This design comes from an exercise in tuning for small area, a short achievable clock period and few clock cycles per item on the open sky130 flow, not from production work.
Only simulation tests tie the RTL to the original design; equivalence was not proved.
Power and IR drop assume default switching activity.

--- flow/constraint.sdc ---
create_clock -name core_clock -period 6.5 [get_ports {clk}]
set_input_delay 1.3000 -clock core_clock [delete_from_list [all_inputs] [get_ports {clk}]]
set_output_delay 1.3000 -clock core_clock [all_outputs]
set_load 0.01 [all_outputs]
--- flow/config.mk ---
export PLATFORM = sky130hd
export DESIGN_NAME = linked_piece_set_table
export DESIGN_NICKNAME = linked_piece_set_table
export VERILOG_FILES = /design/flow/design.v
export SDC_FILE = /design/flow/constraint.sdc
export NUM_CORES = 4
export LEC_CHECK = 0
export CAP_MARGIN = 20
export CORE_MARGIN = 2
export CORE_UTILIZATION = 40
export CTS_CLUSTER_DIAMETER = 100
export CTS_CLUSTER_SIZE = 30
export SETUP_SLACK_MARGIN = 4.1
export SLEW_MARGIN = 20
export TNS_END_PERCENT = 10
--- flow/design.v ---
package lpst_pkg;
    localparam int KEY_W   = 14;
    localparam int SLOT_W  = 5;
    localparam int IN_W    = 16;
    localparam int OUT_W   = 8;
    localparam logic [1:0] CMD_FIND   = 2'd0;
    localparam logic [1:0] CMD_ADD    = 2'd1;
    localparam logic [1:0] CMD_REMOVE = 2'd2;
    localparam logic [1:0] CMD_CLEAR  = 2'd3;
    localparam logic [1:0] ST_DONE      = 2'd0;
    localparam logic [1:0] ST_NOT_FOUND = 2'd1;
    localparam logic [1:0] ST_DUPLICATE = 2'd2;
    localparam logic [1:0] ST_POOL_FULL = 2'd3;
endpackage
module linked_piece_set_table (
    input  logic        clk,
    input  logic        rst_n,
    input  logic        s_tvalid,
    output logic        s_tready,
    input  logic [15:0] s_tdata,
    output logic        m_tvalid,
    input  logic        m_tready,
    output logic [7:0]  m_tdata
);
    localparam int N = 32;
    logic [13:0]  key_q [N];
    logic [N-1:0] valid_q;
    logic [N-1:0] valid_d;
    logic         i_valid;
    logic [1:0]   i_cmd;
    logic [N-1:0] i_hit;
    logic [2:0]   qv;           
    logic [6:0]   qd [3];
    logic         rdy_q;
    logic         accept;
    logic         pop;
    assign accept   = s_tvalid && rdy_q;
    assign pop      = qv[0] && m_tready;
    assign s_tready = rdy_q;
    always_ff @(posedge clk or negedge rst_n)
    begin
        if (!rst_n)
            i_valid <= 1'b0;
        else
            i_valid <= accept;
    end
    always_ff @(posedge clk)
    begin
        i_cmd <= s_tdata[1:0];
        for (int i = 0; i < N; i++)
            i_hit[i] <= valid_d[i] && (key_q[i] == s_tdata[15:2]);
    end
    logic [N-1:0] hit;
    logic [N-1:0] lowfree;
    logic         any_hit;
    logic         full;
    logic [4:0]   hit_idx;
    logic [4:0]   free_idx;
    assign hit     = i_hit;
    assign any_hit = |hit;
    assign full    = &valid_q;
    assign lowfree[0] = !valid_q[0];
    for (genvar g = 1; g < N; g++)
    begin : g_lowfree
        assign lowfree[g] = !valid_q[g] && (&valid_q[g-1:0]);
    end
    always_comb
    begin
        hit_idx  = '0;
        free_idx = '0;
        for (int i = 0; i < N; i++)
        begin
            hit_idx  = hit_idx  | ({5{hit[i]}} & 5'(i));
            free_idx = free_idx | ({5{lowfree[i]}} & 5'(i));
        end
    end
    logic is_find, is_add, is_rem, is_clr;
    assign is_find = (i_cmd == 2'd0);
    assign is_add  = (i_cmd == 2'd1);
    assign is_rem  = (i_cmd == 2'd2);
    assign is_clr  = (i_cmd == 2'd3);
    logic [1:0] r_status;
    logic [4:0] r_slot;
    logic [6:0] r_data;
    always_comb
    begin
        r_status[1] = is_add && (any_hit || full);
        r_status[0] = ((is_find || is_rem) && !any_hit) || (is_add && !any_hit && full);
        if (is_add)
            r_slot = (any_hit || full) ? 5'd0 : free_idx;
        else if (is_clr)
            r_slot = 5'd0;
        else
            r_slot = hit_idx;
        r_data = {r_slot, r_status};
    end
    always_comb
    begin
        valid_d = valid_q;
        if (i_valid)
        begin
            if (is_clr)
                valid_d = '0;
            else if (is_rem)
                valid_d = valid_q & ~hit;
            else if (is_add && !any_hit)
                valid_d = valid_q | lowfree;
        end
    end
    always_ff @(posedge clk or negedge rst_n)
    begin
        if (!rst_n)
            valid_q <= '0;
        else
            valid_q <= valid_d;
    end
    always_ff @(posedge clk)
    begin
        for (int i = 0; i < N; i++)
            if (!valid_d[i])
                key_q[i] <= s_tdata[15:2];
    end
    logic [2:0] qv_d;
    always_comb
    begin
        if (pop)
            qv_d = {1'b0, qv[2:1]};
        else
            qv_d = qv;
        if (i_valid)
            qv_d = {qv_d[1:0], 1'b1};
    end
    always_ff @(posedge clk or negedge rst_n)
    begin
        if (!rst_n)
        begin
            qv    <= '0;
            rdy_q <= 1'b0;
        end
        else
        begin
            qv    <= qv_d;
            rdy_q <= !(qv_d[2] || (qv_d[1] && accept));
        end
    end
    always_ff @(posedge clk)
    begin
        if (pop)
        begin
            qd[0] <= qv[1] ? qd[1] : r_data;
            qd[1] <= qv[2] ? qd[2] : r_data;
            qd[2] <= r_data;
        end
        else
        begin
            if (!qv[0]) qd[0] <= r_data;
            if (!qv[1]) qd[1] <= r_data;
            if (!qv[2]) qd[2] <= r_data;
        end
    end
    assign m_tvalid = qv[0];
    assign m_tdata  = {1'b0, qd[0]};
endmodule
--- flow/run.sh ---
#!/bin/bash
# synth_recipe.tcl (not shown) runs the flow's synth.tcl, then flattens the netlist and writes it again
# the make line also repeats each setting of config.mk as NAME=value (left out here)
make -C /OpenROAD-flow-scripts/flow DESIGN_CONFIG=/design/flow/config.mk WORK_HOME=/design/flow/orfs CLKGATE_MAP_FILE= SYNTH_SCRIPT=/design/flow/synth_recipe.tcl finish
==> flow_metrics.py, run 1 <==
metrics = {
    "sta": {
        "tightest_slew_ns": 0.895,
        "final.period_utilization": 0.392,
        "setup_tns_ns": 0,
        "fmax_ghz": 0.392,
        "worst_clock_skew_ns": 0.0451,
        "final_max_slew_viol_count": 0,
        "rsz0062_at_grt": "yes",
        "setup_viol": 0,
        "hold_viol": 0,
        "layout_min_cycle_time_ns": 2.55,
        "relSlewSlack": 0.403,
    },
    "setup_path": {
        "critical_path_class": "register to output pin",
        "crit_path_start": "qd[0][1]",
        "crit_chain": "dlygate4sd2_1",
        "crit_slowest_cell": "edfxtp_1",
        "slowest_delay_ns": 0.38,
        "critPathMaxFanout": 1,
        "startpoint_type": "register",
        "reg2reg_setup_slack_ns": 4.04,
        "crit_family": "flip-flops",
        "r2r_cells": 7,
        "regToRegEndpoint": "qd[0][3]",
        "reg2reg_from": "valid_q[5]",
        "crit_required_ns": 5.20,
        "worstPathArrival_ns": 1.25,
        "critPathBufInv": 1,
        "endpoint_kind": "output pin",
    },
    "worst_hold_path": {
        "min-delay-start": "qd[2][0]",
        "worstHoldPathCells": 2,
        "min_to": "qd[2][0]",
        "holdCritPathClass": "register to register",
    },
    "placement": {
        "gp_congestion": 0.890,
        "dp_cells": 2306,
        "dp_hpwl_um": 30100,
        "portBuffers": 28,
    },
    "drt": {
        "drt_iter0_drc": 1337,
        "drcViolationCount": 0,
        "antenna_left": 0,
        "via_count": 12500,
        "wl_um": 50300,
        "wl_per_cell_um": 21.1,
        "via_per_inst": 5.23,
        "dr.pass1.iters": 5,
    },
    "logic_synthesis": {
        "synthMuxAreaShare": 0.000444,
        "synthSimpleGateAreaFrac": 0.0787,
        "synthAdderAreaFrac": 0,
        "avgSynthCellArea_sq_um": 14.5,
        "synth_top_family_by_area": "XOR/XNOR gates",
        "netlist_area_sq_um": 22600,
        "yosysWarnings": 3,
        "synth_xor_area_frac": 0.174,
        "synth_edf_count": 455,
        "synth_compound_area_frac": 0.0383,
        "ys_seq_area_frac": 0.689,
        "ys.flop_type": "edfxtp_1",
        "synth_seq_cells": 540,
        "async_reset_ff_frac": 0.0685,
        "ys_types": 60,
        "syn_nets": 1572,
        "synthesis.instances": 1552,
    },
    "final_layout": {
        "n_fill_cell": 4991,
        "insertedDiodeCount": 0,
        "final_common_cell": "edfxtp_1",
        "multi_input_area_sq_um": 6910,
        "mostFrequentLayoutCells": "edfxtp_1 (455), xnor2_1 (302), xor2_1 (146)",
        "drive_above_1_share": 0.117,
        "instances_no_fill": 2381,
        "synthToLayoutAreaGrowth_pct": 11.9,
        "regArea_sq_um": 15600,
        "fin_nets": 1629,
    },
    "floorplan": {
        "ios": 30,
        "initial_core_util": 0.403,
        "die_area_sq_um": 58300,
        "die_x_um": 242,
        "coreArea_sq_um": 56100,
        "die_h_um": 242,
        "rows": 87,
    },
    "pwr": {
        "power_density_nw_per_um2": 263,
        "p_total_mw": 6.63,
        "p_leak_nw": 8.76,
        "peakVddDrop_v": 0.000217,
    },
    "cts": {
        "clkSlewWorstSetupHoldPaths_ns": 0.11,
        "cts_tree": "built",
        "clk_latency_ns": 0.61,
        "h-tree-depth": 1,
        "clock_path_buffers": 3,
        "clock-root-buffer": "clkbuf_16",
        "cts_buffers": 22,
        "cts_sinks": 540,
    },
    "global_route": {
        "grt_pass1_wl_um": 75700,
        "grt_max_degree": 65,
        "grt_pass1_vias": 11800,
        "overflow": 0,
        "grtUsageTotal": 0.168,
        "antenna_found_initial": 0,
    },
    "job": {
        "drv_cap": 0,
    },
    "outcome": {
        "status": "complete, no violations",
    },
}
==> repair_timing <==
item | 4_1_cts | 5_1_grt
hold buffers | 0 | 0
resized for setup | 71 | 71
pin swaps | 8 | 14
gates cloned | 1 | 0
setup buffers | 10 | 24
endpoints found under the setup margin | 485 | 231
==> state kept, by name (all words and copies together) (netlist names) <==
register / flops
i_cmd: 2
key_q: 448
qv: 3
i_hit: 32
qd: 21
valid_q: 32
i_valid: 1
rdy_q: 1
==> cell usage after synthesis, types with 5 or more instances <==
cell type  count  share of area
nand3_1       41         0.0091
nor4_1        76          0.021
a22oi_1       11         0.0037
a31oi_1       10         0.0028
a21oi_1       19         0.0042
nor2_1        31         0.0052
and3_1         8         0.0022
buf_1         38         0.0063
dfrtp_1       37          0.041
a32oi_1        8         0.0031
and4_1         9         0.0035
nor3_1         9         0.0020
xor2_1       146          0.057
nand4_1       67          0.019
inv_1         40         0.0067
edfxtp_1     455           0.61
nand2_1       42         0.0070
clkbuf_1      30         0.0050
dfxtp_1       48          0.043
o21ai_0       55          0.012
xnor2_1      302           0.12
nand2b_1       5         0.0014
==> worst max-delay path by stage <==
stage	to	slack, ns	cells past startpoint
global placement	i_hit[23]	3.11	6
finish	m_tdata[1]	3.95	1
floorplan	i_hit[13]	3.89	6
CTS	m_tdata[1]	3.92	1
global route	rdy_q	3.90	5
detailed placement	i_hit[2]	3.07	6
==> per-stage QoR <==
stage	hold WS (ns)	cell area [sq um]	utilization	setup WS [ns]
2_1_floorplan	0.425	22600	-	3.89
3_3_place_gp	0.436	23800	0.425	3.11
3_5_place_dp	0.447	23800	0.425	3.07
4_1_cts	0.474	24800	0.442	3.92
5_1_grt	0.505	25300	0.450	3.90
6_report	0.472	25300	0.450	3.95
==> logic make-up (layout without fill, tap and decap cells) <==
| kind of cell | after synthesis | in the layout |
|---|---|---|
| compound gates | 136 | 136 |
| xor+xnor | 448 | 448 |
| buf+inv | 114 | 186 |
| flops | 540 | 540 |
| mux | 1 | 1 |
| other cells | 1 | 1 |
| simple gates | 312 | 313 |
==> per-layer routing <==
metal,up-vias,global-route usage,part of all wire
met5,-,0,0
met1,6343,0.259,0.49
met3,49,0.0201,0.041
met4,0,0.0278,0.015
met2,307,0.259,0.45
li1,5752,-,-
==> power by group <==
group	switching [mW]	internal, mW	leakage [nW]
clock network	1.05	0.667	0.315
registers	0.144	4.02	5.69
logic	0.433	0.317	2.76
total	1.63	5.01	8.76
==> final cells by class <==
type | instances | area share
clock buffer | 36 | 0.0239
sequential | 540 | 0.617
tap | 756 | 0.0375
clock inverter | 4 | 0.00287
inverter | 40 | 0.00624
timing repair buffer | 106 | 0.0391
multi-input combinational | 899 | 0.274
Testbench counts, summed over its fixed seeds: cycles 24,016, items 24,000.
==> run 2: changes to the inputs <==
--- a/flow/config.mk
+++ b/flow/config.mk
@@ -7,9 +7,10 @@
 export LEC_CHECK = 0
 export CAP_MARGIN = 20
 export CORE_MARGIN = 2
-export CORE_UTILIZATION = 40
+export CORE_UTILIZATION = 60
 export CTS_CLUSTER_DIAMETER = 100
 export CTS_CLUSTER_SIZE = 30
+export PLACE_DENSITY = 0.85
 export SETUP_SLACK_MARGIN = 4.1
 export SLEW_MARGIN = 20
 export TNS_END_PERCENT = 10
==> run 2 against run 1 <==
  * Synthesized cell count is the same
  * Still clean on timing, DRC and antenna
  * Sequential cell count is the same
  * Clock skew shrank 0.029 ns
  * Via count grew 0.89%
  * Largest power group unchanged
  * Routed wire length shrank 7.2%
  * First-iteration DRC count shrank 15%
  * Core utilization grew 22 points
==> flow_metrics.py, run 2 <==
metrics = {
    "sta": {
        "rsz0062_at_grt": "yes",
        "worst_clock_skew_ns": 0.0159,
        "layout_min_cycle_time_ns": 2.49,
        "fmax_ghz": 0.402,
        "final.period_utilization": 0.383,
        "tightest_slew_ns": 0.903,
        "hold_viol": 0,
        "setup_tns_ns": 0,
        "relSlewSlack": 0.398,
        "setup_viol": 0,
        "final_max_slew_viol_count": 0,
        "worst_slack_ns": 4.01,
    },
    "floorplan": {
        "initial_core_util": 0.605,
        "die_h_um": 198,
        "ios": 30,
        "coreArea_sq_um": 37300,
        "die_area_sq_um": 39200,
        "rows": 71,
        "die_x_um": 198,
    },
    "drt": {
        "drcViolationCount": 0,
        "dr.pass1.iters": 5,
        "via_per_inst": 6.01,
        "wl_per_cell_um": 22.3,
        "wl_um": 46600,
        "antenna_left": 0,
        "drt_iter0_drc": 1132,
        "via_count": 12600,
    },
    "logic_synthesis": {
        "ys.flop_type": "edfxtp_1",
        "ys_types": 60,
        "yosysWarnings": 3,
        "synth_edf_count": 455,
        "synthesis.instances": 1552,
        "synth_top_area_frac": 0.605,
        "netlist_area_sq_um": 22600,
        "synthTopCellsByCount": "edfxtp_1 (455), xnor2_1 (302), xor2_1 (146)",
        "synth.most_common_cell": "edfxtp_1",
        "async_reset_ff_frac": 0.0685,
        "ys_seq_area_frac": 0.689,
        "synth_largest_area_cell": "edfxtp_1",
        "synth_seq_cells": 540,
        "syn_nets": 1572,
        "ys_top_cells_by_area": "edfxtp_1 (61%), xnor2_1 (12%), xor2_1 (5.7%)",
        "avgSynthCellArea_sq_um": 14.5,
    },
    "placement": {
        "dp_slack_ns": 3.01,
        "gp_congestion": 0.959,
        "dp_cells": 2025,
        "dp_hpwl_um": 27300,
        "portBuffers": 28,
    },
    "cts": {
        "clock_path_buffers": 3,
        "clkSlewWorstSetupHoldPaths_ns": 0.12,
        "cts_buffers": 21,
        "clk_latency_ns": 0.56,
        "h-tree-depth": 1,
        "cts_tree": "built",
        "cts_sinks": 540,
        "clock-root-buffer": "clkbuf_16",
    },
    "global_route": {
        "grt_pass1_wl_um": 72400,
        "overflow": 0,
        "grt_max_degree": 47,
        "grtUsageTotal": 0.243,
        "grt_pass1_vias": 12500,
        "antenna_found_initial": 0,
    },
    "setup_path": {
        "slowest_delay_ns": 0.62,
        "critical_path_class": "register to register",
        "critPathMaxFanout": 16,
        "regToRegEndpoint": "i_hit[23]",
        "crit_chain": "nand4_1, or4_4, buf_4, nor2_4, buf_4, a32oi_1, buf_6, nor4_2",
        "critPathBufInv": 3,
        "cpMostUsedCell": "buf_4",
        "reg2reg_setup_slack_ns": 4.01,
        "crit_path_start": "valid_q[8]",
        "worstPathArrival_ns": 2.94,
        "critical_path_depth": 8,
        "crit_required_ns": 6.96,
        "crit_slowest_cell": "or4_4",
        "r2r_cells": 8,
        "cp-endpoint": "i_hit[23]",
        "reg2reg_from": "valid_q[8]",
        "endpoint_kind": "register",
        "crit_family": "simple AND/OR/NAND/NOR gates",
        "startpoint_type": "register",
    },
    "worst_hold_path": {
        "holdCritPathClass": "register to register",
    },
    "pwr": {
        "p_leak_nw": 8.80,
        "peakVddDrop_v": 0.000184,
        "power_density_nw_per_um2": 262,
    },
    "final_layout": {
        "n_fill_cell": 2477,
        "drive_above_1_share": 0.116,
        "reg_top3": "key_q (448), i_hit (32), valid_q (32)",
        "largest_reg_flops": 448,
        "synthToLayoutAreaGrowth_pct": 10.1,
        "insertedDiodeCount": 0,
        "final_common_cell": "edfxtp_1",
        "fin_nets": 1621,
        "largest-register": "key_q",
        "instances_no_fill": 2089,
        "mostFrequentLayoutCells": "edfxtp_1 (455), xnor2_1 (302), xor2_1 (146)",
    },
    "job": {
        "drv_cap": 0,
    },
    "outcome": {
        "status": "complete, no violations",
    },
}
[run 2: changes by cell type in the layout (fill, tap and decap cells not counted), sizes merged]
cell | previous run | this run
clkbuf | 36 | 46
buf | 94 | 85
dlygate4sd2 | 6 | 0
clkinv | 3 | 0
clkdlybuf4s15 | 2 | 0
clkinvlp | 3 | 1
inv | 38 | 39
or2 | 2 | 3
[run 2: logic make-up (layout without fill, tap and decap cells)]
| kind of cell | count (synthesis) | after routing | share of synthesized area |
|---|---|---|---|
| compound gates | 136 | 136 | 0.0383 |
| xor+xnor | 448 | 448 | 0.174 |
| buf+inv | 114 | 175 | 0.0194 |
| flops | 540 | 540 | 0.689 |
| mux | 1 | 1 | 0.000444 |
| other cells | 1 | 1 | 0.000166 |
| simple gates | 312 | 314 | 0.0787 |
[run 2: cell type report]
| type | instances | area, sq um | area share |
|---|---|---|---|
| clock buffers | 37 | 586 | 0.0236 |
| inverters | 40 | 154 | 0.00620 |
| multi-input cells | 900 | 6990 | 0.281 |
| flip-flops and latches | 540 | 15600 | 0.627 |
| well taps | 474 | 593 | 0.0239 |
| repair buffers | 98 | 948 | 0.0382 |
[run 2: worst reg2reg max path, stage by stage, from the launching register on]
cell,delay [ns]
dfrtp_2,0.46
nand4_1,0.16
or4_4,0.62
buf_4,0.19
nor2_4,0.16
buf_4,0.14
a32oi_1,0.12
buf_6,0.20
nor4_2,0.33
[run 2: where the power goes]
part	switching [mW]	total [mW]	internal, mW
Combinational	0.427	0.751	0.324
Sequential	0.146	4.17	4.02
Clock	0.974	1.60	0.624
[run 2: what timing repair did]
item,CTS,global route
hold endpoints to repair,0,0
buffers inserted,6,18
endpoints found under the setup margin,458,76
hold buffers,0,0
gates cloned,1,2
pin swaps,4,16
resized for setup,108,60
[run 2: layer usage]
metal	track usage	vias up	wire, um
met5	0	-	0
met4	0.0702	0	917
met3	0.0300	65	2810
met2	0.391	406	22500
met1	0.354	6347	20400
li1	-	5744	-
[run 2: per-stage QoR]
step | instance area (sq um) | utilization | power (mW) | hold slack [ns]
final | 24800 | 0.666 | 6.52 | 0.471
after global routing | 24800 | 0.666 | 6.76 | 0.526
after CTS | 24500 | 0.657 | 6.52 | 0.475
after detailed placement | 23500 | 0.629 | 4.96 | 0.446
after global placement | 23400 | 0.628 | 4.93 | 0.439
after floorplan | 22600 | - | 4.71 | 0.425
[run 2: worst min path at each step]
stage	start	endpoint	slack, ns	cells past startpoint
floorplan	qd[2][1]	qd[2][1]	0.43	2
global placement	qd[2][1]	qd[2][1]	0.44	2
detailed placement	qd[2][0]	qd[2][0]	0.45	2
CTS	qd[2][0]	qd[2][0]	0.47	2
global route	qd[2][6]	qd[2][6]	0.53	2
finish	qd[2][0]	qd[2][0]	0.47	2
==> run 3: changes to the inputs <==
--- a/flow/config.mk
+++ b/flow/config.mk
@@ -7,10 +7,10 @@
 export LEC_CHECK = 0
 export CAP_MARGIN = 20
 export CORE_MARGIN = 2
-export CORE_UTILIZATION = 60
+export CORE_UTILIZATION = 50
 export CTS_CLUSTER_DIAMETER = 100
 export CTS_CLUSTER_SIZE = 30
-export PLACE_DENSITY = 0.85
+export PLACE_DENSITY = 0.8
 export SETUP_SLACK_MARGIN = 4.1
 export SLEW_MARGIN = 20
 export TNS_END_PERCENT = 10
==> run 3 against run 2 <==
  * Clock power grew 5%
  * Via count hardly changed
  * Sequential power about the same
  * Sequential share of layout area shrank 0.29 points
  * Worst hold slack improved by 0.012 ns
  * Cell count rose by 6.0%
  * Routed wire length down 0.53%
  * Highest routed layer unchanged
  * Non-clock buffer count up 5
  * Clock skew is 0.018 ns higher
  * Still clean
  * Setup slack improved by 0.015 ns
==> flow_metrics.py, run 3 <==
metrics = {
    "drt": {
        "wl_um": 46400,
        "wl_per_cell_um": 20.9,
        "drt_iter0_drc": 1274,
        "antenna_left": 0,
        "via_per_inst": 5.67,
        "dr.pass1.iters": 8,
        "via_count": 12600,
        "drcViolationCount": 0,
    },
    "floorplan": {
        "coreArea_sq_um": 44400,
        "die_h_um": 216,
        "rows": 77,
        "ios": 30,
        "die_x_um": 216,
        "initial_core_util": 0.508,
        "die_area_sq_um": 46800,
    },
    "logic_synthesis": {
        "async_reset_ff_frac": 0.0685,
        "synth_seq_cells": 540,
        "ys.flop_type": "edfxtp_1",
        "netlist_area_sq_um": 22600,
        "ys_seq_area_frac": 0.689,
        "ys_types": 60,
        "synthesis.instances": 1552,
        "yosysWarnings": 3,
        "synth_largest_area_cell": "edfxtp_1",
        "synth_top_area_frac": 0.605,
        "syn_nets": 1572,
        "synthTopCellsByCount": "edfxtp_1 (455), xnor2_1 (302), xor2_1 (146)",
        "avgSynthCellArea_sq_um": 14.5,
        "ys_top_cells_by_area": "edfxtp_1 (61%), xnor2_1 (12%), xor2_1 (5.7%)",
        "synth.most_common_cell": "edfxtp_1",
        "synth_edf_count": 455,
    },
    "cts": {
        "clock_path_buffers": 3,
        "cts_tree": "built",
        "cts_buffers": 22,
        "clk_latency_ns": 0.58,
        "cts_sinks": 540,
        "clock-root-buffer": "clkbuf_16",
        "h-tree-depth": 1,
        "clkSlewWorstSetupHoldPaths_ns": 0.10,
    },
    "final_layout": {
        "insertedDiodeCount": 0,
        "drive_above_1_share": 0.117,
        "largest_reg_flops": 448,
        "fin_util": 0.562,
        "reg_top3": "key_q (448), i_hit (32), valid_q (32)",
        "mostFrequentLayoutCells": "edfxtp_1 (455), xnor2_1 (302), xor2_1 (146)",
        "final_common_cell": "edfxtp_1",
        "fin_nets": 1626,
        "largest-register": "key_q",
        "synthToLayoutAreaGrowth_pct": 10.6,
    },
    "placement": {
        "dp_hpwl_um": 27700,
        "portBuffers": 28,
        "gp_congestion": 0.931,
    },
    "global_route": {
        "overflow": 0,
        "grt_pass1_vias": 12200,
        "antenna_found_initial": 0,
        "grt_max_degree": 65,
        "grtUsageTotal": 0.196,
        "grt_pass1_wl_um": 71900,
    },
    "outcome": {
        "status": "complete, no violations",
    },
    "sta": {
        "worst_clock_skew_ns": 0.0338,
        "relSlewSlack": 0.391,
        "rsz0062_at_grt": "yes",
        "setup_viol": 0,
        "hold_viol": 0,
        "fmax_ghz": 0.404,
        "final_max_slew_viol_count": 0,
        "setup_tns_ns": 0,
        "tightest_slew_ns": 0.914,
        "layout_min_cycle_time_ns": 2.47,
        "final.period_utilization": 0.381,
    },
    "pwr": {
        "p_leak_nw": 8.74,
        "power_density_nw_per_um2": 264,
        "p_total_mw": 6.60,
        "peakVddDrop_v": 0.000299,
    },
    "setup_path": {
        "crit_required_ns": 5.20,
        "crit_family": "flip-flops",
        "worstPathArrival_ns": 1.17,
        "startpoint_type": "register",
        "crit_chain": "clkdlybuf4s15_1",
        "critPathBufInv": 1,
        "critPathMaxFanout": 1,
        "critical_path_class": "register to output pin",
        "endpoint_kind": "output pin",
        "slowest_delay_ns": 0.38,
        "crit_slowest_cell": "edfxtp_1",
    },
    "job": {
        "drv_cap": 0,
    },
    "worst_hold_path": {
        "holdCritPathClass": "register to register",
    },
}
run 3: cell types whose count changed in the layout (fill, tap and decap cells not counted), sizes merged:
| cell | delta |
|---|---|
| clkbuf | -6 |
| buf | +6 |
| clkinvlp | -1 |
| clkdlybuf4s15 | +4 |
| nand4 | -1 |
| clkinv | +4 |
| inv | +1 |
run 3: area by class of cell:
class	count	area [sq um]
clock buffers	36	603
clock inverters	4	57.6
fillers	3423	19500
inverters	40	150
multi-input cells	899	6880
flip-flops and latches	540	15600
well taps	592	741
repair buffers	103	951
run 3: per-stage QoR:
step	setup WS (ns)	area [sq um]	hold slack [ns]	std cells
after detailed placement	3.07	23600	0.459	2140
after CTS	3.99	24600	0.484	2193
after global placement	3.16	23600	0.439	2140
after floorplan	3.89	22600	0.425	1552
final	4.03	25000	0.483	2214
after global routing	3.98	25000	0.521	2214
run 3: per-layer routing:
layer  vias up  share of wire  global-route usage  wire [um]
met5         -              0                   0          0
met4         0          0.015              0.0354        678
met3        48          0.055              0.0239       2560
met2       376           0.48               0.320      22300
met1      6377           0.45               0.288      20800
li1       5753              -                   -          -
run 3: final timing paths:
kind | start | to | slack (ns) | cells after the start
min in group asynchronous | rst_n | valid_q[7] | 0.85 | 1
setup reg to reg | valid_q[4] | qd[0][3] | 4.06 | 6
hold / removal | qd[2][0] | qd[2][0] | 0.48 | 2
max in group asynchronous | rst_n | valid_q[5] | 5.02 | 1
setup / recovery | qd[0][1] | m_tdata[1] | 4.03 | 1
hold reg to reg | qd[2][0] | qd[2][0] | 0.48 | 2
run 3: power breakdown:
| group | leakage (nW) | internal, mW | total (mW) | switching, mW |
|---|---|---|---|---|
| Combinational | 2.74 | 0.331 | 0.761 | 0.431 |
| Clock | 0.312 | 0.662 | 1.68 | 1.02 |
| Sequential | 5.68 | 4.02 | 4.16 | 0.139 |
| Total | 8.74 | 5.01 | 6.60 | 1.59 |
run 3: logic make-up (layout without fill, tap and decap cells):
family / Yosys count / after routing / share of synthesized area
other: 1 / 1 / 0.000166
multiplexers: 1 / 1 / 0.000444
flip-flops: 540 / 540 / 0.689
buffers and inverters: 114 / 183 / 0.0194
AND/OR/NAND/NOR: 312 / 313 / 0.0787
XOR/XNOR: 448 / 448 / 0.174
AO/OA/AOI/OAI: 136 / 136 / 0.0383
run 3: worst reg2reg max path, cell delays in order (launching register included):
cell	delay, ns
dfrtp_2	0.44
nand4_1	0.21
or4_4	0.61
a2111oi_1	0.42
a211oi_1	0.22
nand2b_1	0.22
a31oi_1	0.16
run 3: repair_timing:
item                                    in CTS  in global routing
resized for setup                           87                 61
cloned                                       1                  0
endpoints found under the setup margin     398                114
pin swaps                                    8                 12
hold buffers                                 0                  0
buffers inserted                            12                 21
==> run 4: changes to the inputs <==
--- a/flow/config.mk
+++ b/flow/config.mk
@@ -10,7 +10,7 @@
 export CORE_UTILIZATION = 50
 export CTS_CLUSTER_DIAMETER = 100
 export CTS_CLUSTER_SIZE = 30
-export PLACE_DENSITY = 0.8
-export SETUP_SLACK_MARGIN = 4.1
+export PLACE_DENSITY = 0.75
+export SETUP_SLACK_MARGIN = 4.3
 export SLEW_MARGIN = 20
 export TNS_END_PERCENT = 10
==> run 4 against run 3 <==
  * Via count is 4.5% higher
  * Largest cell class unchanged
  * Total power is 1.6% higher
  * Routed wire length is 14% higher
  * Still clean
  * Sequential cell count stayed put
  * First-iteration DRC count is 17% higher
  * Global-route usage is 1.4 points higher
==> flow_metrics.py, run 4 <==
metrics = {
    "setup_path": {
        "worstPathArrival_ns": 2.73,
        "regToRegEndpoint": "qd[0][4]",
        "endpoint_kind": "register",
        "reg2reg_setup_slack_ns": 4.10,
        "r2r_cells": 6,
        "critPathMaxFanout": 6,
        "crit_slowest_cell": "or4_4",
        "critPathBufInv": 0,
        "crit_chain": "nand4_1, or4_4, or3_4, and3_4, a21boi_2, a21oi_1",
        "critical_path_depth": 6,
        "slowest_delay_ns": 0.63,
        "startpoint_type": "register",
        "crit_required_ns": 6.83,
        "reg2reg_from": "valid_q[6]",
        "cp-endpoint": "qd[0][4]",
        "crit_family": "simple AND/OR/NAND/NOR gates",
        "critical_path_class": "register to register",
        "crit_path_start": "valid_q[6]",
    },
    "logic_synthesis": {
        "ys_seq_area_frac": 0.689,
        "synth_top_area_frac": 0.605,
        "synth.most_common_cell": "edfxtp_1",
        "ys_top_cells_by_area": "edfxtp_1 (61%), xnor2_1 (12%), xor2_1 (5.7%)",
        "synth_edf_count": 455,
        "synthesis.instances": 1552,
        "synthTopCellsByCount": "edfxtp_1 (455), xnor2_1 (302), xor2_1 (146)",
        "ys.flop_type": "edfxtp_1",
        "synth_largest_area_cell": "edfxtp_1",
        "syn_nets": 1572,
        "netlist_area_sq_um": 22600,
        "async_reset_ff_frac": 0.0685,
        "yosysWarnings": 3,
        "avgSynthCellArea_sq_um": 14.5,
        "synth_seq_cells": 540,
        "ys_types": 60,
    },
    "cts": {
        "clock-root-buffer": "clkbuf_16",
        "h-tree-depth": 1,
        "clkSlewWorstSetupHoldPaths_ns": 0.11,
        "cts_sinks": 540,
        "clk_latency_ns": 0.58,
        "cts_buffers": 22,
        "cts_tree": "built",
        "clock_path_buffers": 3,
    },
    "floorplan": {
        "rows": 77,
        "die_h_um": 216,
        "initial_core_util": 0.508,
        "die_area_sq_um": 46800,
        "die_x_um": 216,
        "ios": 30,
        "coreArea_sq_um": 44400,
    },
    "drt": {
        "drcViolationCount": 0,
        "drt_iter0_drc": 1486,
        "wl_um": 52700,
        "wl_per_cell_um": 23.2,
        "dr.pass1.iters": 7,
        "via_count": 13100,
        "via_per_inst": 5.77,
        "antenna_left": 0,
    },
    "pwr": {
        "peakVddDrop_v": 0.000174,
        "power_density_nw_per_um2": 254,
        "p_total_mw": 6.70,
        "p_leak_nw": 9.51,
    },
    "placement": {
        "dp_cells": 2138,
        "portBuffers": 28,
        "gp_congestion": 0.943,
        "dp_hpwl_um": 27700,
    },
    "final_layout": {
        "fin_nets": 1685,
        "largest_reg_flops": 448,
        "largest-register": "key_q",
        "drive_above_1_share": 0.175,
        "reg_top3": "key_q (448), i_hit (32), valid_q (32)",
        "fin_util": 0.594,
        "synthToLayoutAreaGrowth_pct": 16.9,
        "insertedDiodeCount": 0,
        "instances_no_fill": 2273,
        "final_common_cell": "edfxtp_1",
        "mostFrequentLayoutCells": "edfxtp_1 (455), xnor2_1 (302), xor2_1 (146)",
    },
    "worst_hold_path": {
        "holdCritPathClass": "register to register",
    },
    "sta": {
        "fmax_ghz": 0.416,
        "setup_tns_ns": 0,
        "final.period_utilization": 0.370,
        "tightest_slew_ns": 0.942,
        "relSlewSlack": 0.372,
        "hold_viol": 0,
        "layout_min_cycle_time_ns": 2.40,
        "rsz0062_at_grt": "yes",
        "worst_clock_skew_ns": 0.0359,
        "setup_viol": 0,
        "final_max_slew_viol_count": 0,
    },
    "global_route": {
        "grt_max_degree": 51,
        "grt_pass1_vias": 12400,
        "antenna_found_initial": 0,
        "overflow": 0,
        "grt_pass1_wl_um": 75100,
        "grtUsageTotal": 0.210,
    },
    "outcome": {
        "status": "complete, no violations",
    },
    "job": {
        "drv_cap": 0,
    },
}
run 4: cell counts after synthesis:
Identical to the previous run, type by type.
run 4: timing repair:
item | in CTS | in global routing
hold buffers | 0 | 0
gates cloned | 4 | 11
endpoints found under the setup margin | 542 | 477
pin swaps | 20 | 41
resized for setup | 172 | 116
buffers inserted | 36 | 44
run 4: worst min-delay path, cell delays in order (launching register included):
cell     delay [ns]
dfxtp_1        0.35
nand2_1        0.05
o21ai_0        0.06
run 4: logic make-up (layout without fill, tap and decap cells):
logic type      Yosys count  in the layout  share of synthesized area
simple gates            312            313                     0.0787
other cells               1              1                   0.000166
mux                       1              1                   0.000444
compound gates          136            137                     0.0383
buf+inv                 114            241                     0.0194
flops                   540            540                      0.689
xor+xnor                448            448                      0.174
run 4: layer usage:
metal,global-route usage,share of wire,up-vias
li1,-,-,5884
met1,0.312,0.44,6658
met2,0.326,0.46,498
met3,0.0319,0.069,81
met4,0.0498,0.026,0
met5,0,0,-
run 4: power breakdown:
part           leakage, nW  switching (mW)  internal (mW)
clock                0.324            1.02          0.693
sequential            5.69           0.145           4.02
combinational         3.50           0.472          0.356
total                 9.51            1.63           5.07
run 4: per-stage QoR:
step                cell area [sq um]  hold slack, ns  worst slack (ns)
CTS                             25300           0.478              4.08
global route                    26400           0.502              4.06
finish                          26400           0.484              4.10
floorplan                       22900           0.425              4.07
detailed placement              23600           0.454              2.86
global placement                23600           0.438              2.87
run 4: how the worst min path moves through the flow:
| stage | from | end | slack, ns | cells past startpoint |
|---|---|---|---|---|
| after floorplan | qd[2][1] | qd[2][1] | 0.43 | 2 |
| after global placement | qd[2][1] | qd[2][1] | 0.44 | 2 |
| after detailed placement | qd[2][0] | qd[2][0] | 0.45 | 2 |
| after CTS | qd[2][0] | qd[2][0] | 0.48 | 2 |
| after global routing | qd[2][0] | qd[2][0] | 0.50 | 2 |
| final | qd[2][1] | qd[2][1] | 0.48 | 2 |
run 4: cell type report:
type | count | area (sq um)
Timing Repair Buffer | 161 | 1910
Inverter | 40 | 155
Clock buffer | 37 | 638
Multi-Input combinational cell | 900 | 7310
Fill cell | 3257 | 18000
Clock inverter | 3 | 37.5
Tap cell | 592 | 741
Sequential cell | 540 | 15600
==> run 5: changes to the inputs <==
--- a/flow/config.mk
+++ b/flow/config.mk
@@ -11,6 +11,6 @@
 export CTS_CLUSTER_DIAMETER = 100
 export CTS_CLUSTER_SIZE = 30
 export PLACE_DENSITY = 0.75
-export SETUP_SLACK_MARGIN = 4.3
+export SETUP_SLACK_MARGIN = 4.15
 export SLEW_MARGIN = 20
 export TNS_END_PERCENT = 10
==> run 5 against run 4 <==
  * Still clean on timing, DRC and antenna
  * Count of clock-buffer cells in the layout stayed put
  * Non-clock buffer count fell by 47
  * Die area stayed put
  * Maximum frequency fell by 0.16%
  * First-iteration DRC count down 19%
  * Critical path depth did not move
  * Worst hold slack lost 0.0086 ns
  * Setup slack got worse by 0.0039 ns
  * Synthesized cell count is the same
  * Routed wire length is 9.9% lower
  * Core utilization fell by 2.4 points
  * Design area down 4.0%
  * Critical endpoint is now qd[0][2]
==> flow_metrics.py, run 5 <==
metrics = {
    "outcome": {
        "status": "complete, no violations",
    },
    "cts": {
        "clk_latency_ns": 0.58,
        "clock-root-buffer": "clkbuf_16",
        "clkSlewWorstSetupHoldPaths_ns": 0.11,
        "cts_tree": "built",
        "cts_buffers": 22,
        "clock_path_buffers": 3,
        "cts_hold_buf": 0,
        "cts_sinks": 540,
        "h-tree-depth": 1,
    },
    "logic_synthesis": {
        "synthesis.instances": 1552,
        "syn_nets": 1572,
        "async_reset_ff_frac": 0.0685,
        "synthTopCellsByCount": "edfxtp_1 (455), xnor2_1 (302), xor2_1 (146)",
        "ys_top_cells_by_area": "edfxtp_1 (61%), xnor2_1 (12%), xor2_1 (5.7%)",
        "synth_largest_area_cell": "edfxtp_1",
        "ys.flop_type": "edfxtp_1",
        "ys_seq_area_frac": 0.689,
        "netlist_area_sq_um": 22600,
        "avgSynthCellArea_sq_um": 14.5,
        "synth_edf_count": 455,
        "synth_top_area_frac": 0.605,
        "synth_seq_cells": 540,
        "yosysWarnings": 3,
        "synth.most_common_cell": "edfxtp_1",
        "ys_types": 60,
    },
    "floorplan": {
        "die_h_um": 216,
        "coreArea_sq_um": 44400,
        "die_area_sq_um": 46800,
        "rows": 77,
        "initial_core_util": 0.508,
        "ios": 30,
        "die_x_um": 216,
    },
    "sta": {
        "final.period_utilization": 0.370,
        "setup_viol": 0,
        "layout_min_cycle_time_ns": 2.41,
        "final_max_slew_viol_count": 0,
        "worst_clock_skew_ns": 0.0288,
        "fmax_ghz": 0.415,
        "rsz0062_at_grt": "yes",
        "setup_tns_ns": 0,
        "tightest_slew_ns": 0.935,
        "hold_viol": 0,
        "relSlewSlack": 0.377,
    },
    "pwr": {
        "power_density_nw_per_um2": 263,
        "peakVddDrop_v": 0.000195,
        "p_leak_nw": 8.95,
        "p_total_mw": 6.67,
    },
    "drt": {
        "wl_per_cell_um": 21.3,
        "via_count": 12600,
        "dr.pass1.iters": 5,
        "drt_iter0_drc": 1211,
        "wl_um": 47500,
        "antenna_left": 0,
        "via_per_inst": 5.66,
        "drcViolationCount": 0,
    },
    "global_route": {
        "grt_pass1_vias": 12300,
        "grt_pass1_wl_um": 72100,
        "antenna_found_initial": 1,
        "overflow": 0,
        "grt_max_degree": 65,
        "grtUsageTotal": 0.198,
    },
    "final_layout": {
        "largest-register": "key_q",
        "insertedDiodeCount": 0,
        "reg_top3": "key_q (448), i_hit (32), valid_q (32)",
        "synthToLayoutAreaGrowth_pct": 12.3,
        "mostFrequentLayoutCells": "edfxtp_1 (455), xnor2_1 (302), xor2_1 (146)",
        "final_common_cell": "edfxtp_1",
        "largest_reg_flops": 448,
        "fin_nets": 1639,
        "drive_above_1_share": 0.130,
    },
    "setup_path": {
        "critPathMaxFanout": 7,
        "crit_chain": "nand4_4, or4_4, or3_4, and3_4, o21ai_1, a31oi_1",
        "crit_required_ns": 6.80,
        "crit_slowest_cell": "or4_4",
        "slowest_delay_ns": 0.61,
        "startpoint_type": "register",
        "worstPathArrival_ns": 2.70,
        "endpoint_kind": "register",
        "critical_path_class": "register to register",
    },
    "worst_hold_path": {
        "holdCritPathClass": "register to register",
    },
    "job": {
        "drv_cap": 0,
    },
    "placement": {
        "gp_congestion": 0.873,
        "portBuffers": 28,
        "dp_hpwl_um": 27700,
    },
}
[run 5: area by class of cell]
cell class              instances  area, sq um
fillers                      3435        19100
flip-flops and latches        540        15600
multi-input cells             901         7010
repair buffers                114         1150
well taps                     592          741
clock buffers                  37          649
inverters                      40          154
clock inverters                 3         56.3
[run 5: layer usage]
metal	GRT usage	wire length (um)
met1	0.288	21500
met2	0.321	22500
met3	0.0237	2490
met4	0.0470	950
met5	0	10
[run 5: metrics by stage]
| stage | utilization | area [sq um] | setup slack, ns | std cells | hold slack, ns |
|---|---|---|---|---|---|
| detailed placement | 0.531 | 23600 | 2.98 | 2139 | 0.448 |
| finish | 0.570 | 25300 | 4.09 | 2227 | 0.476 |
| global placement | 0.531 | 23600 | 3.06 | 2139 | 0.441 |
| global route | 0.570 | 25300 | 4.00 | 2227 | 0.493 |
| CTS | 0.555 | 24600 | 3.94 | 2189 | 0.476 |
| floorplan | - | 22700 | 4.02 | 1552 | 0.425 |
[run 5: critical path: cells and delay by family, from the launching register on]
| kind | cells | cell delay, ns |
|---|---|---|
| and+or+nand+nor | 4 | 1.40 |
| DFF | 1 | 0.46 |
| AOI/OAI and AO/OA | 2 | 0.26 |
[run 5: logic make-up (layout without fill, tap and decap cells)]
logic type             after synthesis  after routing  synth area share
other                                1              1          0.000166
multiplexers                         1              1          0.000444
buffers and inverters              114            194            0.0194
flip-flops                         540            540             0.689
XOR/XNOR                           448            448             0.174
AO/OA/AOI/OAI                      136            137            0.0383
AND/OR/NAND/NOR                    312            314            0.0787
[run 5: power breakdown]
group          switching (mW)  internal (mW)
combinational           0.426          0.314
sequential              0.144           4.02
clock                    1.01          0.746
total                    1.58           5.08
[run 5: final timing paths]
| kind | start | end | slack [ns] | cells after the start |
|---|---|---|---|---|
| worst max-delay path | valid_q[1] | qd[0][2] | 4.09 | 6 |
| worst min-delay path | qd[2][0] | qd[2][0] | 0.48 | 2 |
| worst max register to register | valid_q[1] | qd[0][2] | 4.09 | 6 |
| worst min register to register | qd[2][0] | qd[2][0] | 0.48 | 2 |
| max in group asynchronous | rst_n | valid_q[16] | 5.00 | 1 |
| min in group asynchronous | rst_n | qv[0] | 0.85 | 1 |
[run 5: repair_timing]
item / 4_1_cts / 5_1_grt
setup buffers: 8 / 35
endpoints found under the setup margin: 460 / 312
pin swaps: 8 / 18
cloned: 2 / 3
gates resized for setup: 79 / 95
==> run 6: changes to the inputs <==
--- a/flow/config.mk
+++ b/flow/config.mk
@@ -11,6 +11,6 @@
 export CTS_CLUSTER_DIAMETER = 100
 export CTS_CLUSTER_SIZE = 30
 export PLACE_DENSITY = 0.75
-export SETUP_SLACK_MARGIN = 4.15
+export SETUP_SLACK_MARGIN = 4.1
 export SLEW_MARGIN = 20
-export TNS_END_PERCENT = 10
+export TNS_END_PERCENT = 20
==> run 6 against run 5 <==
  * Still clean on timing, DRC and antenna
  * Sequential power is essentially flat
  * Non-clock buffer count fell by 13
  * Total power is 0.65% lower
  * Cell count fell by 0.67%
  * Routed wire length fell by 0.80%
  * Clock skew fell by 0.0011 ns
  * Design area is 0.83% lower
  * Critical endpoint is now qd[0][3]
  * Largest cell class unchanged
==> flow_metrics.py, run 6 <==
metrics = {
    "outcome": {
        "status": "complete, no violations",
    },
    "setup_path": {
        "worstPathArrival_ns": 2.83,
        "reg2reg_from": "valid_q[12]",
        "r2r_cells": 6,
        "regToRegEndpoint": "qd[0][3]",
        "critPathMaxFanout": 6,
        "reg2reg_setup_slack_ns": 4.08,
        "critical_path_class": "register to register",
        "endpoint_kind": "register",
        "crit_required_ns": 6.91,
        "startpoint_type": "register",
    },
    "floorplan": {
        "die_h_um": 216,
        "die_area_sq_um": 46800,
        "rows": 77,
        "ios": 30,
        "coreArea_sq_um": 44400,
        "initial_core_util": 0.508,
        "die_x_um": 216,
    },
    "sta": {
        "final.period_utilization": 0.372,
        "relSlewSlack": 0.393,
        "rsz0062_at_grt": "yes",
        "fmax_ghz": 0.414,
        "hold_viol": 0,
        "worst_slack_ns": 4.08,
        "setup_tns_ns": 0,
        "final_max_slew_viol_count": 0,
        "worst_clock_skew_ns": 0.0278,
        "setup_viol": 0,
        "layout_min_cycle_time_ns": 2.42,
        "tightest_slew_ns": 0.910,
    },
    "cts": {
        "clock-root-buffer": "clkbuf_16",
        "clk_latency_ns": 0.57,
        "cts_tree": "built",
        "cts_sinks": 540,
        "h-tree-depth": 1,
        "cts_buffers": 22,
        "clkSlewWorstSetupHoldPaths_ns": 0.11,
        "cts_hold_buf": 0,
        "clock_path_buffers": 3,
    },
    "logic_synthesis": {
        "ys.flop_type": "edfxtp_1",
        "synth.most_common_cell": "edfxtp_1",
        "synthTopCellsByCount": "edfxtp_1 (455), xnor2_1 (302), xor2_1 (146)",
        "avgSynthCellArea_sq_um": 14.5,
        "syn_nets": 1572,
        "synth_edf_count": 455,
        "netlist_area_sq_um": 22600,
        "synth_largest_area_cell": "edfxtp_1",
        "synth_seq_cells": 540,
        "ys_seq_area_frac": 0.689,
        "yosysWarnings": 3,
        "ys_types": 60,
        "ys_top_cells_by_area": "edfxtp_1 (61%), xnor2_1 (12%), xor2_1 (5.7%)",
        "async_reset_ff_frac": 0.0685,
        "synth_top_area_frac": 0.605,
        "synthesis.instances": 1552,
    },
    "global_route": {
        "grt_max_degree": 53,
        "overflow": 0,
        "grtUsageTotal": 0.199,
        "antenna_found_initial": 0,
        "grt_pass1_wl_um": 72400,
        "grt_pass1_vias": 12300,
    },
    "drt": {
        "wl_um": 47100,
        "drcViolationCount": 0,
        "wl_per_cell_um": 21.3,
        "via_per_inst": 5.65,
        "drt_iter0_drc": 1369,
        "via_count": 12500,
        "dr.pass1.iters": 5,
        "antenna_left": 0,
    },
    "final_layout": {
        "drive_above_1_share": 0.128,
        "insertedDiodeCount": 0,
        "final_common_cell": "edfxtp_1",
        "synthToLayoutAreaGrowth_pct": 11.3,
        "largest_reg_flops": 448,
        "largest-register": "key_q",
        "reg_top3": "key_q (448), i_hit (32), valid_q (32)",
        "fin_area_sq_um": 25100,
        "mostFrequentLayoutCells": "edfxtp_1 (455), xnor2_1 (302), xor2_1 (146)",
        "fin_nets": 1624,
    },
    "worst_hold_path": {
        "holdCritPathClass": "register to register",
        "min_to": "qd[2][1]",
        "min-delay-start": "qd[2][1]",
        "worstHoldPathCells": 2,
    },
    "placement": {
        "gp_congestion": 0.996,
        "dp_slack_ns": 2.94,
        "place_area_sq_um": 23600,
        "portBuffers": 28,
        "dp_hpwl_um": 27500,
    },
    "pwr": {
        "power_frac_clock": 0.259,
        "p_seq_frac": 0.629,
        "p_leak_nw": 8.88,
        "power_frac_comb": 0.112,
        "switching_share": 0.238,
        "peakVddDrop_v": 0.000192,
        "power_density_nw_per_um2": 264,
        "p_int_mw": 5.04,
        "p_total_mw": 6.62,
        "switching_power_mw": 1.58,
    },
    "job": {
        "drv_cap": 0,
    },
}
## run 6: cell count changes in the layout (fill, tap and decap cells not counted), moves of 2 or more
cell	previous run	this run
dfxtp_1	45	42
buf_12	12	4
buf_8	2	4
nor4_1	58	53
nor4_2	5	10
buf_4	60	58
dfxtp_2	2	6
buf_6	22	17
## run 6: worst max path at each step
stage | from | endpoint | slack, ns | cells past startpoint
3_5_place_dp | s_tdata[7] | i_hit[27] | 2.94 | 6
5_1_grt | i_hit[10] | i_hit[17] | 4.04 | 7
4_1_cts | qd[0][2] | m_tdata[2] | 3.94 | 1
6_report | valid_q[12] | qd[0][3] | 4.08 | 6
2_1_floorplan | s_tdata[2] | i_hit[26] | 4.00 | 5
3_3_place_gp | s_tdata[7] | i_hit[27] | 2.92 | 6
## run 6: layout make-up
cell class / count / area (sq um)
fill: 3448 / 19300
sequential: 540 / 15600
multi-input combinational: 899 / 7020
timing repair buffer: 101 / 960
tap: 592 / 741
clock buffer: 37 / 649
inverter: 40 / 150
clock inverter: 3 / 30.0
## run 6: layer usage
metal / global-route usage / vias up / routed length [um]
met5: 0 / - / 0
met4: 0.0438 / 0 / 729
met3: 0.0267 / 58 / 2940
met2: 0.324 / 421 / 22300
met1: 0.287 / 6268 / 21100
li1: - / 5740 / -
## run 6: repair_timing
action | CTS | global route
hold endpoints to repair | 0 | 0
gates resized for setup | 95 | 86
buffers inserted | 9 | 20
pin swaps | 7 | 20
gates cloned | 0 | 2
setup endpoints to repair | 505 | 153
## run 6: metrics by stage
| stage | std cells | utilization | hold WS [ns] |
|---|---|---|---|
| after floorplan | 1552 | - | 0.425 |
| after global placement | 2141 | 0.531 | 0.438 |
| after detailed placement | 2141 | 0.531 | 0.448 |
| after CTS | 2190 | 0.556 | 0.474 |
| after global routing | 2212 | 0.566 | 0.510 |
| final | 2212 | 0.566 | 0.480 |
## run 6: power groups by stage
stage	clock network, mW	logic, mW	registers (mW)
global placement	0	0.693	4.23
global route	1.87	0.817	4.20
CTS	1.75	0.726	4.16
floorplan	0	0.510	4.20
detailed placement	0	0.711	4.25
finish	1.71	0.743	4.17
## run 6: cells by family after synthesis
logic type | after synthesis | share of synthesized area
other | 1 | 0.000166
multiplexers | 1 | 0.000444
buffers and inverters | 114 | 0.0194
AO/OA/AOI/OAI | 136 | 0.0383
flip-flops | 540 | 0.689
AND/OR/NAND/NOR | 312 | 0.0787
XOR/XNOR | 448 | 0.174
## run 6: critical path, cell delays in order (launching register included)
cell and delay (ns):
dfrtp_2 0.46, nand4_1 0.18, or4_4 0.62, a2111oi_1 0.39, a211oi_1 0.19, nand2b_1 0.22
a31oi_1 0.20
==> run 7: changes to the inputs <==
--- a/flow/config.mk
+++ b/flow/config.mk
@@ -10,7 +10,8 @@
 export CORE_UTILIZATION = 50
 export CTS_CLUSTER_DIAMETER = 100
 export CTS_CLUSTER_SIZE = 30
+export HOLD_SLACK_MARGIN = 0
 export PLACE_DENSITY = 0.75
 export SETUP_SLACK_MARGIN = 4.1
 export SLEW_MARGIN = 20
-export TNS_END_PERCENT = 20
+export TNS_END_PERCENT = 10
==> run 7 against run 6 <==
  * Highest routed layer unchanged
  * Critical endpoint is now m_tdata[0]
  * Design area is 1.5% lower
  * Register-to-register slack about the same
  * Cell count is 0.68% lower
  * Synthesized area did not move
  * Routed wire length down 0.62%
==> flow_metrics.py, run 7 <==
metrics = {
    "floorplan": {
        "die_h_um": 216,
        "coreArea_sq_um": 44400,
        "initial_core_util": 0.508,
        "rows": 77,
        "die_area_sq_um": 46800,
        "ios": 30,
        "die_x_um": 216,
    },
    "placement": {
        "portBuffers": 28,
        "gp_congestion": 0.897,
        "dp_hpwl_um": 28000,
    },
    "logic_synthesis": {
        "ys_seq_area_frac": 0.689,
        "ys_top_cells_by_area": "edfxtp_1 (61%), xnor2_1 (12%), xor2_1 (5.7%)",
        "synth_seq_cells": 540,
        "yosysWarnings": 3,
        "ys_types": 60,
        "synth_largest_area_cell": "edfxtp_1",
        "synth.most_common_cell": "edfxtp_1",
        "synth_xor_area_frac": 0.174,
        "avgSynthCellArea_sq_um": 14.5,
        "synth_edf_count": 455,
        "synthTopCellsByCount": "edfxtp_1 (455), xnor2_1 (302), xor2_1 (146)",
        "synthMuxAreaShare": 0.000444,
        "synth_compound_area_frac": 0.0383,
        "synth_top_family_by_area": "XOR/XNOR gates",
        "syn_nets": 1572,
        "synthAdderAreaFrac": 0,
        "async_reset_ff_frac": 0.0685,
        "synthSimpleGateAreaFrac": 0.0787,
        "netlist_area_sq_um": 22600,
        "synth_top_area_frac": 0.605,
        "ys.flop_type": "edfxtp_1",
        "synthesis.instances": 1552,
    },
    "sta": {
        "tightest_slew_ns": 0.925,
        "worst_clock_skew_ns": 0.0340,
        "final_max_slew_viol_count": 0,
        "rsz0062_at_grt": "yes",
        "relSlewSlack": 0.384,
        "hold_viol": 0,
        "final.period_utilization": 0.376,
        "setup_viol": 0,
        "fmax_ghz": 0.410,
        "setup_tns_ns": 0,
        "layout_min_cycle_time_ns": 2.44,
    },
    "cts": {
        "cts_sinks": 540,
        "h-tree-depth": 1,
        "cts_tree": "built",
        "cts_buffers": 22,
        "clock-root-buffer": "clkbuf_16",
        "cts_hold_buf": 0,
        "clock_path_buffers": 3,
        "clkSlewWorstSetupHoldPaths_ns": 0.09,
        "clk_latency_ns": 0.58,
    },
    "pwr": {
        "power_density_nw_per_um2": 266,
        "p_leak_nw": 8.63,
        "p_total_mw": 6.58,
        "peakVddDrop_v": 0.000198,
    },
    "setup_path": {
        "startpoint_type": "register",
        "critPathBufInv": 1,
        "crit_chain": "clkdlybuf4s15_1",
        "crit_slowest_cell": "edfxtp_1",
        "crit_family": "flip-flops",
        "critical_path_class": "register to output pin",
        "worstPathArrival_ns": 1.14,
        "slowest_delay_ns": 0.36,
        "crit_required_ns": 5.20,
        "endpoint_kind": "output pin",
        "critPathMaxFanout": 1,
    },
    "drt": {
        "dr.pass1.iters": 5,
        "via_per_inst": 5.62,
        "drt_iter0_drc": 1446,
        "antenna_left": 0,
        "drcViolationCount": 0,
        "via_count": 12300,
        "wl_um": 46800,
        "wl_per_cell_um": 21.3,
    },
    "final_layout": {
        "fin_nets": 1609,
        "fin_util": 0.557,
        "mostFrequentLayoutCells": "edfxtp_1 (455), xnor2_1 (302), xor2_1 (146)",
        "synthToLayoutAreaGrowth_pct": 9.66,
        "final_common_cell": "edfxtp_1",
        "largest_reg_flops": 448,
        "drive_above_1_share": 0.105,
        "insertedDiodeCount": 0,
        "largest-register": "key_q",
        "reg_top3": "key_q (448), i_hit (32), valid_q (32)",
        "n_fill_cell": 3505,
    },
    "global_route": {
        "grt_pass1_vias": 12100,
        "grtUsageTotal": 0.201,
        "gr-usage-met3": 0.0276,
        "overflow": 0,
        "grt_pass1_wl_um": 72700,
        "grt.busiest_layer": "met2",
        "grt_max_degree": 65,
        "grtUsageMet2": 0.315,
        "antenna_found_initial": 0,
        "use_met1": 0.303,
    },
    "worst_hold_path": {
        "holdCritPathClass": "register to register",
    },
    "outcome": {
        "status": "complete, no violations",
    },
    "job": {
        "drv_cap": 0,
    },
}
==> run 7: cell type report <==
cell class,count,area (sq um),area share
clock buffers,36,603,0.0244
inverters,40,154,0.00622
well taps,592,741,0.0299
flip-flops and latches,540,15600,0.629
clock inverters,4,51.3,0.00207
repair buffers,87,769,0.0311
multi-input cells,898,6860,0.277
==> run 7: power by group <==
group | leakage [nW] | internal [mW] | switching, mW
Combinational | 2.64 | 0.305 | 0.415
Sequential | 5.69 | 4.02 | 0.144
Clock | 0.312 | 0.665 | 1.03
Total | 8.63 | 4.99 | 1.59
==> run 7: what timing repair did <==
item                       4_1_cts  5_1_grt
setup endpoints to repair      459      135
resized for setup               82       45
pin swaps                        8        9
setup buffers                    7        9
==> run 7: final timing paths <==
check / from / to / cells past startpoint / slack [ns]
setup / recovery: qd[0][0] / m_tdata[0] / 1 / 4.06
min in group asynchronous: rst_n / valid_q[14] / 1 / 0.85
max in group asynchronous: rst_n / qv[0] / 1 / 5.01
hold / removal: qd[2][0] / qd[2][0] / 2 / 0.47
setup reg to reg: valid_q[7] / qd[0][2] / 6 / 4.08
hold reg to reg: qd[2][0] / qd[2][0] / 2 / 0.47
==> run 7: logic make-up after synthesis <==
group,count (synthesis)
XOR/XNOR,448
multiplexers,1
flip-flops,540
buffers and inverters,114
AND/OR/NAND/NOR,312
AO/OA/AOI/OAI,136
other,1
==> run 7: per-stage QoR <==
stage / worst slack (ns) / hold slack [ns] / instance area [sq um] / instances
2_1_floorplan: 3.89 / 0.425 / 22600 / 1552
3_3_place_gp: 2.97 / 0.439 / 23600 / 2141
3_5_place_dp: 3.00 / 0.450 / 23600 / 2141
4_1_cts: 3.92 / 0.471 / 24600 / 2188
5_1_grt: 4.00 / 0.518 / 24700 / 2197
6_report: 4.06 / 0.473 / 24700 / 2197
==> run 7: metal layers <==
layer,share of wire,routed length [um],vias up
li1,-,-,5715
met1,0.47,21800,6231
met2,0.46,21700,342
met3,0.055,2580,49
met4,0.015,716,0
met5,0,0,-
==> run 8: changes to the inputs <==
--- a/flow/config.mk
+++ b/flow/config.mk
@@ -10,7 +10,6 @@
 export CORE_UTILIZATION = 50
 export CTS_CLUSTER_DIAMETER = 100
 export CTS_CLUSTER_SIZE = 30
-export HOLD_SLACK_MARGIN = 0
 export PLACE_DENSITY = 0.75
 export SETUP_SLACK_MARGIN = 4.1
 export SLEW_MARGIN = 20
==> run 8 against run 7 <==
  * Design area unchanged
  * Maximum frequency stayed put
  * Combinational power about the same
  * Clock power barely moved
  * Setup slack stayed put
  * Largest power group unchanged
  * Total power unchanged
  * First-iteration DRC count stayed put
  * Sequential share of layout area stayed put
  * Core utilization stayed put
==> flow_metrics.py, run 8 <==
metrics = {
    "logic_synthesis": {
        "synth_largest_area_cell": "edfxtp_1",
        "synth_top_area_frac": 0.605,
        "avgSynthCellArea_sq_um": 14.5,
        "syn_nets": 1572,
        "synth_edf_count": 455,
        "async_reset_ff_frac": 0.0685,
        "synth.most_common_cell": "edfxtp_1",
        "synth_seq_cells": 540,
        "ys_types": 60,
        "ys_top_cells_by_area": "edfxtp_1 (61%), xnor2_1 (12%), xor2_1 (5.7%)",
        "netlist_area_sq_um": 22600,
        "yosysWarnings": 3,
        "ys_seq_area_frac": 0.689,
        "synthesis.instances": 1552,
        "ys.flop_type": "edfxtp_1",
        "synthTopCellsByCount": "edfxtp_1 (455), xnor2_1 (302), xor2_1 (146)",
    },
    "pwr": {
        "power_frac_clock": 0.258,
        "p_leak_nw": 8.63,
        "p_seq_frac": 0.633,
        "switching_share": 0.242,
        "power_frac_comb": 0.109,
        "power_density_nw_per_um2": 266,
        "switching_power_mw": 1.59,
        "peakVddDrop_v": 0.000198,
        "p_int_mw": 4.99,
    },
    "worst_hold_path": {
        "holdCritPathClass": "register to register",
        "min_to": "qd[2][0]",
        "worstHoldPathCells": 2,
        "min-delay-start": "qd[2][0]",
    },
    "sta": {
        "hold_ws_ns": 0.473,
        "tightest_slew_ns": 0.925,
        "relSlewSlack": 0.384,
        "worst_slack_ns": 4.06,
        "setup_tns_ns": 0,
        "layout_min_cycle_time_ns": 2.44,
        "final.period_utilization": 0.376,
        "final_max_slew_viol_count": 0,
        "rsz0062_at_grt": "yes",
        "hold_viol": 0,
        "worst_clock_skew_ns": 0.0340,
        "setup_viol": 0,
        "fmax_ghz": 0.410,
    },
    "final_layout": {
        "insertedDiodeCount": 0,
        "synthToLayoutAreaGrowth_pct": 9.66,
        "fin_nets": 1609,
        "mostFrequentLayoutCells": "edfxtp_1 (455), xnor2_1 (302), xor2_1 (146)",
        "largest-register": "key_q",
        "reg_top3": "key_q (448), i_hit (32), valid_q (32)",
        "multi_input_area_sq_um": 6860,
        "n_fill_cell": 3505,
        "largest_reg_flops": 448,
        "drive_above_1_share": 0.105,
        "regArea_sq_um": 15600,
        "final_common_cell": "edfxtp_1",
    },
    "drt": {
        "via_per_inst": 5.62,
        "via_count": 12300,
        "dr.pass1.iters": 5,
        "drcViolationCount": 0,
        "wl_um": 46800,
        "wl_per_cell_um": 21.3,
        "drt_iter0_drc": 1446,
        "antenna_left": 0,
    },
    "global_route": {
        "grt_pass1_vias": 12100,
        "grt_max_degree": 65,
        "grt_pass1_wl_um": 72700,
        "grtUsageTotal": 0.201,
        "overflow": 0,
        "antenna_found_initial": 0,
    },
    "floorplan": {
        "die_area_sq_um": 46800,
        "initial_core_util": 0.508,
        "die_x_um": 216,
        "die_h_um": 216,
        "ios": 30,
        "coreArea_sq_um": 44400,
        "rows": 77,
    },
    "setup_path": {
        "worstPathArrival_ns": 1.14,
        "endpoint_kind": "output pin",
        "critPathMaxFanout": 1,
        "slowest_delay_ns": 0.36,
        "critical_path_class": "register to output pin",
        "reg2reg_setup_slack_ns": 4.08,
        "startpoint_type": "register",
        "crit_slowest_cell": "edfxtp_1",
        "crit_chain": "clkdlybuf4s15_1",
        "reg2reg_from": "valid_q[7]",
        "crit_required_ns": 5.20,
        "regToRegEndpoint": "qd[0][2]",
        "r2r_cells": 6,
        "crit_family": "flip-flops",
        "critPathBufInv": 1,
    },
    "outcome": {
        "status": "complete, no violations",
    },
    "cts": {
        "cts_sinks": 540,
        "clock-root-buffer": "clkbuf_16",
        "cts_buffers": 22,
        "cts_tree": "built",
        "cts_hold_buf": 0,
        "clock_path_buffers": 3,
        "clkSlewWorstSetupHoldPaths_ns": 0.09,
        "h-tree-depth": 1,
        "clk_latency_ns": 0.58,
    },
    "placement": {
        "gp_congestion": 0.897,
        "portBuffers": 28,
        "dp_hpwl_um": 28000,
        "dp_slack_ns": 3.00,
    },
    "job": {
        "drv_cap": 0,
    },
}
run 8: cell counts after synthesis:
No cell type changed its count.
run 8: cell type report:
| cell class | instances | area share |
|---|---|---|
| well taps | 592 | 0.0299 |
| multi-input cells | 898 | 0.277 |
| repair buffers | 87 | 0.0311 |
| clock buffers | 36 | 0.0244 |
| inverters | 40 | 0.00622 |
| flip-flops and latches | 540 | 0.629 |
| clock inverters | 4 | 0.00207 |
run 8: power by group through the flow:
stage	Sequential (mW)	Clock [mW]	Combinational [mW]
after floorplan	4.20	0	0.509
after global placement	4.23	0	0.694
after detailed placement	4.25	0	0.714
after CTS	4.16	1.73	0.729
after global routing	4.19	1.84	0.799
final	4.17	1.70	0.720
run 8: layer usage:
layer / vias to the layer above / global-route usage / share of wire
met1: 6231 / 0.303 / 0.47
met5: - / 0 / 0
li1: 5715 / - / -
met2: 342 / 0.315 / 0.46
met4: 0 / 0.0384 / 0.015
met3: 49 / 0.0276 / 0.055
run 8: worst reg2reg max path, delay by kind of cell (launching register included):
kind / cells / cell delay [ns]
AOI/OAI and AO/OA: 2 / 0.23
DFF: 1 / 0.45
and+or+nand+nor: 4 / 1.46
run 8: stage by stage:
| step | instances | util | total power, mW | instance area [sq um] |
|---|---|---|---|---|
| floorplan | 1552 | - | 4.71 | 22600 |
| global placement | 2141 | 0.531 | 4.93 | 23600 |
| detailed placement | 2141 | 0.531 | 4.96 | 23600 |
| CTS | 2188 | 0.554 | 6.62 | 24600 |
| global route | 2197 | 0.557 | 6.84 | 24700 |
| finish | 2197 | 0.557 | 6.58 | 24700 |
run 8: cell families after synthesis:
family | Yosys count | share of synthesized area
other | 1 | 0.000166
flip-flops | 540 | 0.689
AO/OA/AOI/OAI | 136 | 0.0383
buffers and inverters | 114 | 0.0194
multiplexers | 1 | 0.000444
XOR/XNOR | 448 | 0.174
AND/OR/NAND/NOR | 312 | 0.0787
run 8: what timing repair did:
item | CTS | global route
endpoints found under the setup margin | 459 | 135
buffers inserted | 7 | 9
gates resized for setup | 82 | 45
pin swaps | 8 | 9
run 8: worst max path at each step:
stage | from | to | slack [ns] | cells past startpoint
3_3_place_gp | s_tdata[4] | i_hit[27] | 2.97 | 6
4_1_cts | valid_q[2] | qd[0][4] | 3.92 | 6
2_1_floorplan | s_tdata[8] | i_hit[13] | 3.89 | 6
6_report | qd[0][0] | m_tdata[0] | 4.06 | 1
5_1_grt | i_cmd[0] | i_hit[15] | 4.00 | 9
3_5_place_dp | s_tdata[10] | i_hit[22] | 3.00 | 6

## re-timing with driven ports
Ports are ideal in the flow. The routed layouts listed here were re-timed in OpenROAD. Step 1: set_driving_cell puts a clkbuf_16 on clk and a buf_2 on each other input, an assumption about the parent block. Step 2 times the ports against the registers' clock, not the clock port: input delays grow and output delays shrink by t, the midpoint of the rising clock arrivals with the driver on. a / b / c = ideal ports / drivers / drivers and shift; a / b = the first two.
run | shift t [ns] | slack for setup (ns) | clock arrival spread, ns | worst data-port slew with drivers (ns) | pins driven straight from the clock port
run 1 | 0.651 | 3.949 / 3.889 / 3.394 | 0.045 / 0.045 | 0.06 | 1
run 2 | 0.611 | 4.011 / 4.011 / 3.491 | 0.016 / 0.016 | 0.06 | 1
run 3 | 0.622 | 4.026 / 3.971 / 3.543 | 0.036 / 0.036 | 0.06 | 1
run 4 | 0.620 | 4.096 / 4.048 / 3.607 | 0.038 / 0.038 | 0.23 | 1
run 5 | 0.621 | 4.092 / 4.036 / 3.577 | 0.030 / 0.030 | 0.06 | 1
run 6 | 0.617 | 4.083 / 4.052 / 3.515 | 0.029 / 0.029 | 0.06 | 1
run 7 | 0.623 | 4.058 / 4.002 / 3.521 | 0.035 / 0.035 | 0.04 | 1
run 8 | 0.623 | 4.058 / 4.002 / 3.521 | 0.035 / 0.035 | 0.04 | 1
After both steps setup and hold are still met in every run listed. For run 6, which loses most, drivers alone change the setup slack by -0.031 ns; drivers and shift together by -0.568 ns.
